This design comes from an exercise in tuning for small area, a short achievable clock period and few clock cycles per item on the open sky130 flow, not from production work. Only simulation tests tie the RTL to the original design; equivalence was not proved. No activity file was given, so power comes from the tool's default toggle rates.

==> flow/design.v, too long to show whole: its modules and the start of the top module <==
// module booth_radix2_multiplier_core: 881 lines
module booth_radix2_multiplier_core #(
   parameter int MAX_WIDTH = 16
) (
   input  logic                      clock,
   input  logic                      reset,
   input  logic                          req_valid,
   output logic                          req_ready,
   input  logic [brm_pkg::IN_W-1:0]      req_multiplicand_bits,
   input  logic [brm_pkg::IN_W-1:0]      req_multiplier_bits,
   output logic                          rsp_valid,
   input  logic                          rsp_ready,
   output logic [brm_pkg::PRODUCT_W-1:0] rsp_product_bits,
   output logic                          rsp_negative,
   output logic [brm_pkg::MAG_W-1:0]     rsp_magnitude,
   input  logic                      csr_write_enable,
   input  logic [brm_pkg::CFG_W-1:0] csr_write_data
);
  // ...
==> flow/flow/run.sh <==
#!/bin/bash
# Layout flow: the standard ORFS flow (standard.sh) with three changes:
#  1. synthesis: the same script, except that Yosys's "synth -run fine:" step
#     gets -noabc, so the quick ABC pass there does not re-encode the adder
#     trees before extract_fa (it leaves fewer inverters around the fa/ha
#     cells); flops, hierarchy flattening and renaming are as in synth_recipe.tcl.
#  2. after synthesis, flow/fixinv.py moves inverters across the fa cells
#     (a full adder is self-dual) and drops the ones that cancel; it touches
#     no flip-flop and no port, and the netlist's function is unchanged.
#  3. port buffers are sky130_fd_sc_hd__buf_2 instead of the delay cell that
#     buffer_ports picks by default.
# Each tool's output goes to the ORFS logs under orfs/logs; make's own output
# goes to flow_make_*.log here and fixinv's report to flow_fixinv.log.
set -euo pipefail
here=$(pwd)
sed 's|^proc synth {args} { yosys synth -nofsm -noshare {\*}\$args }|proc synth {args} { if {[lsearch -exact $args fine:] >= 0} { lappend args -noabc }; yosys synth -nofsm -noshare {*}$args }|' synth_recipe.tcl > flow_synth.tcl
grep -q -- '-noabc' flow_synth.tcl
sed -e "s|SYNTH_SCRIPT=[^ ]*|SYNTH_SCRIPT=$here/flow_synth.tcl|" \
    -e 's|"\${@:-finish}"|BUFFER_PORTS_ARGS="-buffer_cell sky130_fd_sc_hd__buf_2" "${@:-finish}"|' standard.sh > flow_standard_mod.sh
grep -q flow_synth.tcl flow_standard_mod.sh
bash flow_standard_mod.sh synth > flow_make_synth.log 2>&1
res=$(ls -d orfs/results/*/*/base)
cp $res/1_2_yosys.v flow_yosys_before_fixinv.v
python3 flow/fixinv.py flow_yosys_before_fixinv.v $res/1_2_yosys.v > flow_fixinv.log 2>&1
rm -f $res/1_synth.odb $res/1_synth.sdc
bash flow_standard_mod.sh > flow_make_finish.log 2>&1
==> flow/flow/fixinv.py <==
#!/usr/bin/env python3
"""Move inverters across full-adder cells in a mapped sky130 netlist.

A full adder is self-dual: FA(~a, ~b, ~c) = (~cout, ~sum).  Yosys's
extract_fa often picks the inverted form, which leaves inverter cells on
both sides of the adder cells.  This pass chooses, for every fa cell,
whether it computes its signals in true or complemented form so that as few
inverters as possible are needed, then rewrites the netlist: all inverters
that only fix polarity are removed and one inverter is added per signal whose
complement is still needed.  Flip-flops, ports and every other cell keep the
exact polarity they had, so the netlist's function is unchanged.

usage: fixinv.py IN.v OUT.v
"""
import re
import sys

src = open(sys.argv[1]).read()

inst_re = re.compile(r'^  (sky130_fd_sc_hd__\w+) (\S+) +\((.*?)\n  \);\n', re.S | re.M)
pin_re = re.compile(r'\.(\w+)\(([^()]*(?:\([^()]*\))?[^()]*)\)')

insts = []
for m in inst_re.finditer(src):
    typ, name, body = m.group(1), m.group(2), m.group(3)
    pins = [(p, n.strip()) for p, n in pin_re.findall(body)]
    insts.append({'typ': typ, 'name': name, 'pins': pins, 'span': m.span()})

n_all = len(re.findall(r'^  sky130_fd_sc_hd__', src, re.M))
assert n_all == len(insts), (n_all, len(insts))

OUTPINS = {'X', 'Y', 'Q', 'Q_N', 'SUM', 'COUT', 'HI', 'LO'}


def is_inv(t):
    return re.fullmatch(r'sky130_fd_sc_hd__(inv|clkinv)_\d+', t) is not None


def is_fa(t):
    return re.fullmatch(r'sky130_fd_sc_hd__fa_\d+', t) is not None


hdr = src[:src.index(');') + 2]
outputs = set()
for m in re.finditer(r'^\s*output\s+(\[[^\]]*\]\s*)?(\w+)\s*;', src, re.M):
    rng, nm = m.group(1), m.group(2)
    if rng:
        hi, lo = map(int, rng.strip()[1:-1].split(':'))
        for i in range(min(hi, lo), max(hi, lo) + 1):
            outputs.add(f'{nm}[{i}]')
    outputs.add(nm)

driver = {}
for k, it in enumerate(insts):
    for p, n in it['pins']:
        if p in OUTPINS:
            driver[n] = (k, p)

# resolve each net to (root, polarity) through inverter chains
memo = {}


def resolve(n):
    if n in memo:
        return memo[n]
    d = driver.get(n)
    if d is not None and is_inv(insts[d[0]]['typ']):
        a = dict(insts[d[0]]['pins'])['A']
        r, pol = resolve(a)
        res = (r, pol ^ 1)
    else:
        res = (n, 0)
    memo[n] = res
    return res


# consumers: (inst index, pin, root, pol) for every non-inverter input pin
cons = []
for k, it in enumerate(insts):
    if is_inv(it['typ']):
        continue
    for p, n in it['pins']:
        if p in OUTPINS:
            continue
        r, pol = resolve(n)
        cons.append((k, p, r, pol))
# output ports fed by an inverter chain are consumers too
port_cons = []
for o in outputs:
    if o in driver and is_inv(insts[driver[o][0]]['typ']):
        r, pol = resolve(o)
        port_cons.append((o, r, pol))

fa_ids = [k for k, it in enumerate(insts) if is_fa(it['typ'])]
flip = {k: 0 for k in fa_ids}
root_fa = {}
for k in fa_ids:
    for p, n in insts[k]['pins']:
        if p in ('SUM', 'COUT'):
            root_fa[n] = k

by_root = {}
for idx, (k, p, r, pol) in enumerate(cons):
    by_root.setdefault(r, []).append(idx)
for idx, (o, r, pol) in enumerate(port_cons):
    by_root.setdefault(r, []).append(('port', idx))


def need_inv(r):
    """1 if signal r is needed in the polarity its driver does not give."""
    phys = flip.get(root_fa.get(r), 0) if r in root_fa else 0
    for c in by_root.get(r, []):
        if isinstance(c, tuple):
            want = port_cons[c[1]][2]
        else:
            k, p, rr, pol = cons[c]
            want = pol ^ flip.get(k, 0) if k in flip else pol
        if want != phys:
            return 1
    return 0


def roots_of(k):
    rs = set()
    for p, n in insts[k]['pins']:
        if p in ('SUM', 'COUT'):
            rs.add(n)
        else:
            rs.add(resolve(n)[0])
    return rs


total = sum(need_inv(r) for r in by_root)
before = total
improved = True
passes = 0
while improved and passes < 50:
    improved = False
    passes += 1
    for k in fa_ids:
        rs = roots_of(k)
        old = sum(need_inv(r) for r in rs)
        flip[k] ^= 1
        new = sum(need_inv(r) for r in rs)
        if new < old:
            total += new - old
            improved = True
        else:
            flip[k] ^= 1

# rewrite: drop all inverters whose outputs are not ports; add one inverter
# per root that needs its complement
newnet = {}


def phys_of(r):
    return flip.get(root_fa.get(r), 0) if r in root_fa else 0


def em(n):
    return n + ' ' if n.startswith('\\') else n


def net_for(r, want):
    """net carrying signal r in polarity want (0 = true)."""
    ph = phys_of(r)
    if want == ph:
        return r
    if r not in newnet:
        newnet[r] = f'_fixinv_{len(newnet)}_'
    return newnet[r]


out = []
pos = 0
kept_inv = 0
for k, it in enumerate(insts):
    s, e = it['span']
    out.append(src[pos:s])
    pos = e
    if is_inv(it['typ']):
        y = dict(it['pins'])['Y']
        if y in outputs:
            r, pol = resolve(y)
            a = net_for(r, pol ^ 1)
            out.append(f'  {it["typ"]} {em(it["name"])} (\n    .A({em(a)}),\n    .Y({em(y)})\n  );\n')
            kept_inv += 1
        continue
    pins = []
    for p, n in it['pins']:
        if p in OUTPINS:
            pins.append((p, n))
        else:
            r, pol = resolve(n)
            want = pol ^ flip[k] if k in flip else pol
            pins.append((p, net_for(r, want)))
    body = ',\n'.join(f'    .{p}({em(n)})' for p, n in pins)
    out.append(f'  {it["typ"]} {em(it["name"])} (\n{body}\n  );\n')
out.append(src[pos:])
text = ''.join(out)
# declarations and inverters for the complemented signals
decl = ''.join(f'  wire {n};\n' for n in newnet.values())
cells = ''.join(f'  sky130_fd_sc_hd__inv_1 _fixinv_cell_{i}_ (\n    .A({em(r)}),\n    .Y({n})\n  );\n'
                for i, (r, n) in enumerate(newnet.items()))
text = text.replace(hdr, hdr + '\n' + decl, 1)
text = text[:text.rindex('endmodule')] + cells + 'endmodule\n'
open(sys.argv[2], 'w').write(text)
n_inv_before = sum(1 for it in insts if is_inv(it['typ']))
print(f'fa cells {len(fa_ids)}, flipped {sum(flip.values())}, passes {passes}; '
      f'inverters {n_inv_before} -> {len(newnet) + kept_inv}')
==> flow/standard.sh <==
#!/bin/bash
# synth_recipe.tcl (not shown) runs the flow's synth.tcl, then flattens the netlist and writes it again
# the make line also repeats each setting of config.mk as NAME=value (left out here)
make -C /OpenROAD-flow-scripts/flow DESIGN_CONFIG=/design/flow/config.mk WORK_HOME=/design/flow/orfs CLKGATE_MAP_FILE= SYNTH_SCRIPT=/design/flow/synth_recipe.tcl "${@:-finish}"
==> flow/config.mk <==
export PLATFORM = sky130hd
export DESIGN_NAME = booth_radix2_multiplier_core
export DESIGN_NICKNAME = booth_radix2_multiplier_core
export VERILOG_FILES = /design/flow/design.v
export SDC_FILE = /design/flow/constraint.sdc
export NUM_CORES = 4
export LEC_CHECK = 0
export ABC_CLOCK_PERIOD_IN_PS = 3200
export CAP_MARGIN = 20
export CORE_MARGIN = 2
export CORE_UTILIZATION = 40
export CTS_BUF_LIST = sky130_fd_sc_hd__clkbuf_8
export PLACE_DENSITY = 0.6
export SETUP_SLACK_MARGIN = 4.0
export SLEW_MARGIN = 20
==> flow/constraint.sdc <==
create_clock -name core_clock -period 7.2 [get_ports {clock}]
set_input_delay 1.4400 -clock core_clock [delete_from_list [all_inputs] [get_ports {clock}]]
set_output_delay 1.4400 -clock core_clock [all_outputs]
set_load 0.01 [all_outputs]
==> impl_metrics.json, run 1 <==
{
  "dp.cells": 1695,
  "insertion_delay_ps": 490,
  "nNonClkBuffers": 231,
  "synth_nets": 1426,
  "syn_avg_cell_area_um2": 11.0,
  "whs_path_depth": 0,
  "stdcell_area_um2": 16200,
  "slew_viol_final": 0,
  "maxCapViolCount": 0,
  "n_sequential_cell": 172,
  "ios": 108,
  "min_to": "mid_61$_DFFE_PP_",
  "cts_sinks": 172,
  "status": "finished clean",
  "grt_overflow": 0,
  "most-common-layout-cells": "edfxtp_1 (165), xnor2_1 (147), buf_2 (106)",
  "fmax_ghz": 0.307,
  "rr_endpoint": "prod_ff[17]$_DFFE_PP_",
  "taps": 448,
  "switching_share": 0.423,
  "drtIter0Drc": 1019,
  "path_cells": "ha_4 -> a21oi_4 -> a211oi_2 -> nor4_4 -> o21ba_4 -> clkinvlp_4 -> fa_1 -> a21oi_2 -> mux2i_1 -> xor2_1 -> and2_1",
  "gr-max-usage-layer": "met2",
  "reg_top3": "prod_ff (32), mag_ff (29), ax_q (16)",
  "largest_register": "prod_ff",
  "r2r_start": "mid_5$_DFFE_PP_",
  "total_power_mw": 8.46,
  "crit_type": "reg -> reg",
  "post-cts-setup-buffers": 101
}
Testbench counts, summed over its fixed seeds: cycles 8,024, items 8,000.
==> run 2: changes to the inputs <==
--- a/flow/config.mk
+++ b/flow/config.mk
@@ -5,11 +5,12 @@
 export SDC_FILE = /design/flow/constraint.sdc
 export NUM_CORES = 4
 export LEC_CHECK = 0
-export ABC_CLOCK_PERIOD_IN_PS = 3200
+export ABC_CLOCK_PERIOD_IN_PS = 3100
 export CAP_MARGIN = 20
 export CORE_MARGIN = 2
 export CORE_UTILIZATION = 40
 export CTS_BUF_LIST = sky130_fd_sc_hd__clkbuf_8
 export PLACE_DENSITY = 0.6
-export SETUP_SLACK_MARGIN = 4.0
+export SETUP_SLACK_MARGIN = 4.1
 export SLEW_MARGIN = 20
+export TNS_END_PERCENT = 30
==> impl_metrics.json, run 2 <==
{
  "final_hold_viol_count": 0,
  "path_cells": "buf_4 -> a22oi_1 -> xnor2_1 -> fa_2 -> fa_1 -> fa_1 -> fa_1",
  "cp_max_fo": 3,
  "nNetsFinal": 1574,
  "tightest_slew_ps": 932,
  "htreeDepth": 4,
  "synth_nets": 1426,
  "portBuffers": 107,
  "hold_class": "reg -> reg",
  "ant_nets": 0,
  "grt_max_degree": 67,
  "crit_type": "reg -> reg",
  "rsz0062_at_grt": "true",
  "ios": 108,
  "most-common-layout-cells": "edfxtp_1 (165), xnor2_1 (146), buf_4 (109)",
  "cts_root_buf": "clkbuf_8",
  "drive_gt1_frac": 0.268,
  "grt_overflow": 0,
  "grt_pass1_wl_um": 58700,
  "grt_pass1_vias": 10400,
  "yosysWarnings": 1,
  "largest_register": "prod_ff",
  "antenna_found_initial": 0,
  "p_per_area_nw_per_um2": 507,
  "crit_arrival_ps": 3410,
  "clockBufferDepth": 2,
  "fin_hold_ws_ps": 456,
  "leakage_nw": 6.32,
  "wl_um": 37300,
  "timing.critical_path.mode_cell": "fa_1",
  "cts_hold_repair.buffers": 0,
  "largest_reg_flops": 32,
  "core_area_um2": 33500,
  "syn_avg_cell_area_um2": 11.0,
  "final_common_cell": "edfxtp_1",
  "dp_hpwl_um": 25400,
  "slew_headroom": 0.376,
  "grt_use_total": 0.213,
  "slew_viol_final": 0,
  "status": "finished clean",
  "fin_crit_ps": 3200,
  "drtIter0Drc": 1029,
  "fp.dieW_um": 188,
  "insertion_delay_ps": 470,
  "period_share": 0.445,
  "cts_buffers": 17,
  "slowest_delay_ps": 560,
  "start_util": 0.405,
  "cp-end-kind": "flip-flop",
  "cts_tree": "yes",
  "num_rows": 67,
  "die_y_um": 188,
  "cts_sinks": 172,
  "cts.clk_slew.worst_paths_ps": 100,
  "skew_ps": 20.6,
  "ir_worst_vdd_v": 0.000221,
  "reg_top3": "prod_ff (32), mag_ff (29), ax_q (16)",
  "maxCapViolCount": 0,
  "crit_required_ps": 7400,
  "cp_slowest_cell": "fa_1",
  "setup_viol_count_final": 0,
  "place_congestion": 0.893,
  "via_per_inst": 5.57,
  "startpoint_type": "flip-flop",
  "fmax_ghz": 0.312,
  "diodes": 0,
  "synth_area_um2": 13600,
  "wire_per_inst_um": 20.2,
  "final_cells": 1848,
  "area_growth_pct": 19.8,
  "first_pass_iters": 8,
  "via_count": 10300,
  "die_area_um2": 35500,
  "dp.cells": 1696,
  "drc_errors": 0,
  "syn_inst": 1239,
  "tns_ps": 0
}
## run 2: worst paths after layout
path                      startpoint          endpoint  slack (ps)  cells past startpoint
setup / recovery  one_q[0]$_DFFE_PP_  mid_31$_DFFE_PP_        4000                      7
hold reg to reg       ng_q$_DFFE_PP_  mid_61$_DFFE_PP_         460                      0
hold / removal        ng_q$_DFFE_PP_  mid_61$_DFFE_PP_         460                      0
setup reg to reg  one_q[0]$_DFFE_PP_  mid_31$_DFFE_PP_        4000                      7
## run 2: timing repair
item                                    CTS  global route
buffers inserted                        114             4
pin swaps                                 8            34
gates resized for setup                  35            58
endpoints found under the setup margin   47            46
hold endpoints to repair                  0             0
cloned                                    2             0
## run 2: critical path: cells and delay by family, from the launching register on
kind                     cells  cell delay [ps]
AO/OA/AOI/OAI                1              240
adder cells (fa/ha/maj)      4             1960
XOR/XNOR                     1              140
buffers and inverters        1              160
flip-flops                   1              440
## run 2: final cells by class
class / instances / area, um2
clock inverters: 15 / 124
repair buffers: 239 / 1830
fillers: 2999 / 17200
well taps: 448 / 561
inverters: 53 / 203
clock buffers: 17 / 234
multi-input cells: 904 / 8240
flip-flops and latches: 172 / 5100
## run 2: layer usage
layer / share of wire / wire length, um / track usage / vias up
met5: 0 / 0 / 0 / -
met4: 0.033 / 1220 / 0.0874 / 0
met3: 0.070 / 2600 / 0.0356 / 86
met2: 0.46 / 17300 / 0.342 / 474
met1: 0.43 / 16200 / 0.288 / 5023
li1: - / - / - / 4719
## run 2: stage by stage
| stage | cell area [um2] | power [mW] | setup slack, ps | util |
|---|---|---|---|---|
| 3_5_place_dp | 14400 | 7.19 | 3570 | 0.429 |
| 5_1_grt | 16300 | 9.01 | 3970 | 0.486 |
| 6_report | 16300 | 8.26 | 4000 | 0.486 |
| 4_1_cts | 16000 | 8.11 | 4060 | 0.477 |
| 3_3_place_gp | 14400 | 7.08 | 3570 | 0.429 |
| 2_1_floorplan | 13700 | 5.81 | 4080 | - |
## run 2: power by group
| part | internal, mW | total (mW) | switching [mW] |
|---|---|---|---|
| clock network | 0.273 | 0.644 | 0.372 |
| logic | 2.47 | 5.51 | 3.04 |
| registers | 1.97 | 2.10 | 0.132 |

==> separate check: timing with driven ports <==
In the flow no input, the clock included, has a driving cell. The finished layouts below were timed again as built, in two steps.
Step 1 sets driving cells, clkbuf_16 on the clock port and buf_2 on the other inputs (assumed; they add their load-dependent delay and slew).
Step 2 times the ports against the registers' clock, not the clock port: input delays grow and output delays shrink by t, the midpoint of the rising clock arrivals with the driver on.
a / b / c = ideal / step 1 / step 2; a / b = the first two.
run	t (ns)	slack for setup (ns)	latest minus earliest clock arrival (ns)	worst slew at a driven data input, ns
run 1	0.521	3.942 / 3.903 / 3.541	0.038 / 0.038	0.14
run 2	0.516	3.996 / 3.952 / 3.711	0.021 / 0.021	0.19
After both steps every run listed still meets setup and hold. For run 1, which loses most, drivers alone change the setup slack by -0.039 ns; drivers and shift together by -0.401 ns.
